This is an optimization exercise on Yosys and OpenROAD, whose aim is small area, a short achievable clock period and few clock cycles per item, not a production implementation.
Function was checked by simulation only, so behaviour that the tests miss may differ from the original.

## poly_actor
module poly_actor
(
    input  logic                            clk,
    input  logic                            rst,
    input  logic                            cmd_req,
    input  poly_pkg::cmd_word_t             cmd_data,
    output logic                            cmd_ack,
    input  logic                            data_req,
    input  logic [poly_pkg::word_size-1:0]  data_in,
    output logic                            data_ack,
    output logic                            out_req,
    output poly_pkg::out_token_t            out_token,
    input  logic                            out_ack
);
    localparam int w = poly_pkg::word_size;
    localparam int lanes = 8;
    localparam int lw = $clog2(lanes);
    logic [1:0] in_req;
    logic [1:0] in_ack;
    logic [1:0] in_full;
    logic [1:0] in_wr;
    poly_pkg::cmd_word_t cq;
    logic cv;
    logic cmd_pop;
    logic [w-1:0] dq;
    logic dv;
    logic data_pop;
    assign in_req = {data_req, cmd_req};
    assign in_wr = in_req & ~in_ack & ~in_full;
    assign cmd_ack = in_ack[0];
    assign data_ack = in_ack[1];
    always_ff @(posedge clk or negedge rst)
    begin
        if (!rst)
            in_ack <= '0;
        else
            in_ack <= (in_ack & in_req) | in_wr;
    end
    token_fifo #(.width(poly_pkg::cmd_bits), .depth(2)) cmd_fifo_i
  ...
export LEC_CHECK = 0
export ABC_CLOCK_PERIOD_IN_PS = 3500
export CAP_MARGIN = 30
export CORE_MARGIN = 2
export CORE_UTILIZATION = 35
export PLACE_DENSITY = 0.45
export SETUP_SLACK_MARGIN = 5
export SLEW_MARGIN = 40
export SYNTH_MEMORY_MAX_BITS = 8192
create_clock -name core_clock -period 8.5 [get_ports {clk}]
run.sh (not shown) runs the stock make flow with config.mk's settings and CLKGATE_MAP_FILE= SYNTH_SCRIPT=/design/flow/synth_recipe.tcl, a recipe that flattens the netlist after the stock synthesis.
The starting point finished with timing, DRC and antenna clean.
Testbench counts at the start, summed over its fixed seeds: cycles 11,358, items 3,097.
==> next run, changes <==
--- a/flow/design.v
+++ b/flow/design.v
@@ -668,13 +668,12 @@
     logic z1;                
     logic z2;                
     logic finn;              
     logic f2;                
     logic n0;                
     logic [1:0] fq;          
-    logic cpend;             
     logic [w-1:0] acc [lanes];
     logic [1:0] fst [lanes];
     logic [w-1:0] sq_a;
     logic [lw-1:0] sq_i;
     logic [lw-1:0] sq_j;
     logic sq_v;
@@ -700,20 +699,20 @@
     logic add;
     logic launch;
     logic eng_open;
     logic do_copy;
     logic [5:0] cnt_cmd;
     logic [4:0] tap_pos;
-    assign res_free = res_cnt[wsel] == '0;
+    assign res_free = act == a_idle ? res_cnt[wsel] == '0 : res_cnt[!wsel] == '0;
     assign res_have = res_cnt[rsel] != '0;
-    assign do_copy = (fq[1] || cpend) && res_free;
+    assign do_copy = fq[1];
     assign finn = act == a_mac && mcnt == '0;
     assign eng_open = !pdb && (act == a_idle || act == a_fin || (act == a_mac && mcnt[4:1] == '0));
     assign stp_go = st == q_setup && dv && !ph[0] ^ idx[0] && !(grp_mask[slot] || pend_mask[slot]);
     assign tap_pos = ph + nmax + 5'd2;
-    assign launch = cnt_next != '0 && eng_open && !tap_pos[0] && res_free && fq == '0 && !cpend;
+    assign launch = cnt_next != '0 && eng_open && !tap_pos[0] && res_free && fq == '0;
     assign room = cnt_next != (lw + 1)'(lanes) && !launch && !pd[0];
     assign can_load = st == q_eval && dv && room;
     assign add_bad = st == q_bad && room;
     assign add = can_load || add_bad;
     assign data_pop = stp_go || can_load;
     assign cmd_pop = st == q_idle && cv;
@@ -873,13 +872,12 @@
             ib <= '0;
             z1 <= 1'b0;
             z2 <= 1'b0;
             f2 <= 1'b0;
             n0 <= 1'b0;
             fq <= '0;
-            cpend <= 1'b0;
             sel_tap <= '0;
         end
         else
         begin
             pd <= {pd[0], launch};
             pdb <= launch || pd[0];
@@ -891,13 +889,12 @@
                 grp_mask <= pend_mask;
             end
             else if (act != a_mac && !pdb)
                 grp_mask <= '0;
             ib <= pd[0] ? new_n : ib - 5'd1;
             fq <= {fq[0], act == a_fin};
-            cpend <= (fq[1] || cpend) && !res_free;
             if (act == a_fin)
                 cpy_cnt <= eng_cnt;
             if (pd[1])
             begin
                 act <= a_mac;
                 mcnt <= new_n;
@@ -915,12 +912,43 @@
             z2 <= z1;
             f2 <= act == a_fin;
             if (pd[1])
                 n0 <= new_n == '0;
         end
     end
+    function automatic logic [w-1:0] ks_add(input logic [w-1:0] a, input logic [w-1:0] b);
+        logic [w-1:0] g;
+        logic [w-1:0] p;
+        logic [w-1:0] gg;
+        logic [w-1:0] pp;
+        logic [w-1:0] gn;
+        logic [w-1:0] pn;
+        g = a & b;
+        p = a ^ b;
+        gg = g;
+        pp = p;
+        for (int d = 1; d < w; d = d * 2)
+        begin
+            for (int k = 0; k < w; k++)
+            begin
+                if (k >= d)
+                begin
+                    gn[k] = gg[k] | (pp[k] & gg[k-d]);
+                    pn[k] = pp[k] & pp[k-d];
+                end
+                else
+                begin
+                    gn[k] = gg[k];
+                    pn[k] = pp[k];
+                end
+            end
+            gg = gn;
+            pp = pn;
+        end
+        ks_add = p ^ {gg[w-2:0], 1'b0};
+    endfunction
     for (genvar i = 0; i < lanes; i++)
     begin : g_lane
         logic [w-1:0] x;
         logic [w-1:0] x2;
         logic [w-1:0] m;
         logic [4:0] ln;
@@ -935,29 +963,21 @@
         logic [w-1:0] r2;
         logic [w-1:0] e;
         logic [w-1:0] u0;
         logic [w-1:0] u1;
         logic [w-1:0] v0;
         logic [w-1:0] v1;
-        logic busy;
         assign e = f2 ? acc[i] : '0;
         assign u0 = r0 ^ r1 ^ r2;
         assign u1 = {(r0[w-2:0] & r1[w-2:0]) | (r0[w-2:0] & r2[w-2:0]) | (r1[w-2:0] & r2[w-2:0]), 1'b0};
         assign v0 = u0 ^ u1 ^ e;
         assign v1 = {(u0[w-2:0] & u1[w-2:0]) | (u0[w-2:0] & e[w-2:0]) | (u1[w-2:0] & e[w-2:0]), 1'b0};
         mac_csa csa_i
         (
             .a(acc[i]), .m(m), .c1(lc), .s0(t0), .s1(t1), .s2(t2)
         );
-        always_ff @(posedge clk or negedge rst)
-        begin
-            if (!rst)
-                busy <= 1'b0;
-            else
-                busy <= act != a_idle;
-        end
         always_ff @(posedge clk)
         begin
             if (pd[0])
             begin
                 ln <= tn[i];
                 lsl <= tsl[i];
@@ -977,14 +997,13 @@
             if (act == a_fin)
                 fst[i] <= lst;
             lc <= finn || ib > ln ? '0 : sv[lsl*w +: w];
             r0 <= t0;
             r1 <= t1;
             r2 <= t2;
-            if (busy)
-                acc[i] <= v0 + v1;
+            acc[i] <= ks_add(v0, v1);
         end
     end
     always_ff @(posedge clk or negedge rst)
     begin
         if (!rst)
         begin
=> Cell count drops slightly; clock-buffer cell count drops by 10; hold slack barely changes; design area drops slightly; core utilization drops by 0.14 points; register-to-register slack gets better by 0.22 ns; area after synthesis drops slightly; flip-flop and latch count drops by 2; maximum frequency climbs by a few percent.
Testbench counts after the change, summed over its fixed seeds: cycles 11,494, items 3,097.

## what the ideal ports hide
The results above use ideal ports. As a check the final layouts listed here were re-extracted and re-timed, cells and wires unchanged. Step 1 assumes that a clkbuf_16 drives the clock port and a buf_2 every other input. Step 2 times the ports against the registers' clock, not the clock port: input delays grow and output delays shrink by t, the midpoint of the rising clock arrivals with the driver on. a / b / c = ideal ports / drivers / drivers and shift; a / b = the first two.
run	shift t [ns]	setup WS [ns]	worst hold slack (ns)	worst register clock-pin slew, ns	cell pins on the clock port's net
the first run	1.203	4.776 / 4.776 / 4.769	0.292 / 0.292 / 0.292	0.07 / 0.07	1
the second run	1.244	4.994 / 4.994 / 4.652	0.292 / 0.292 / 0.292	0.07 / 0.07	1
After both steps every run listed still meets setup and hold. For the second run, which loses most, drivers alone change the setup slack by 0.000 ns; drivers and shift together by -0.342 ns.
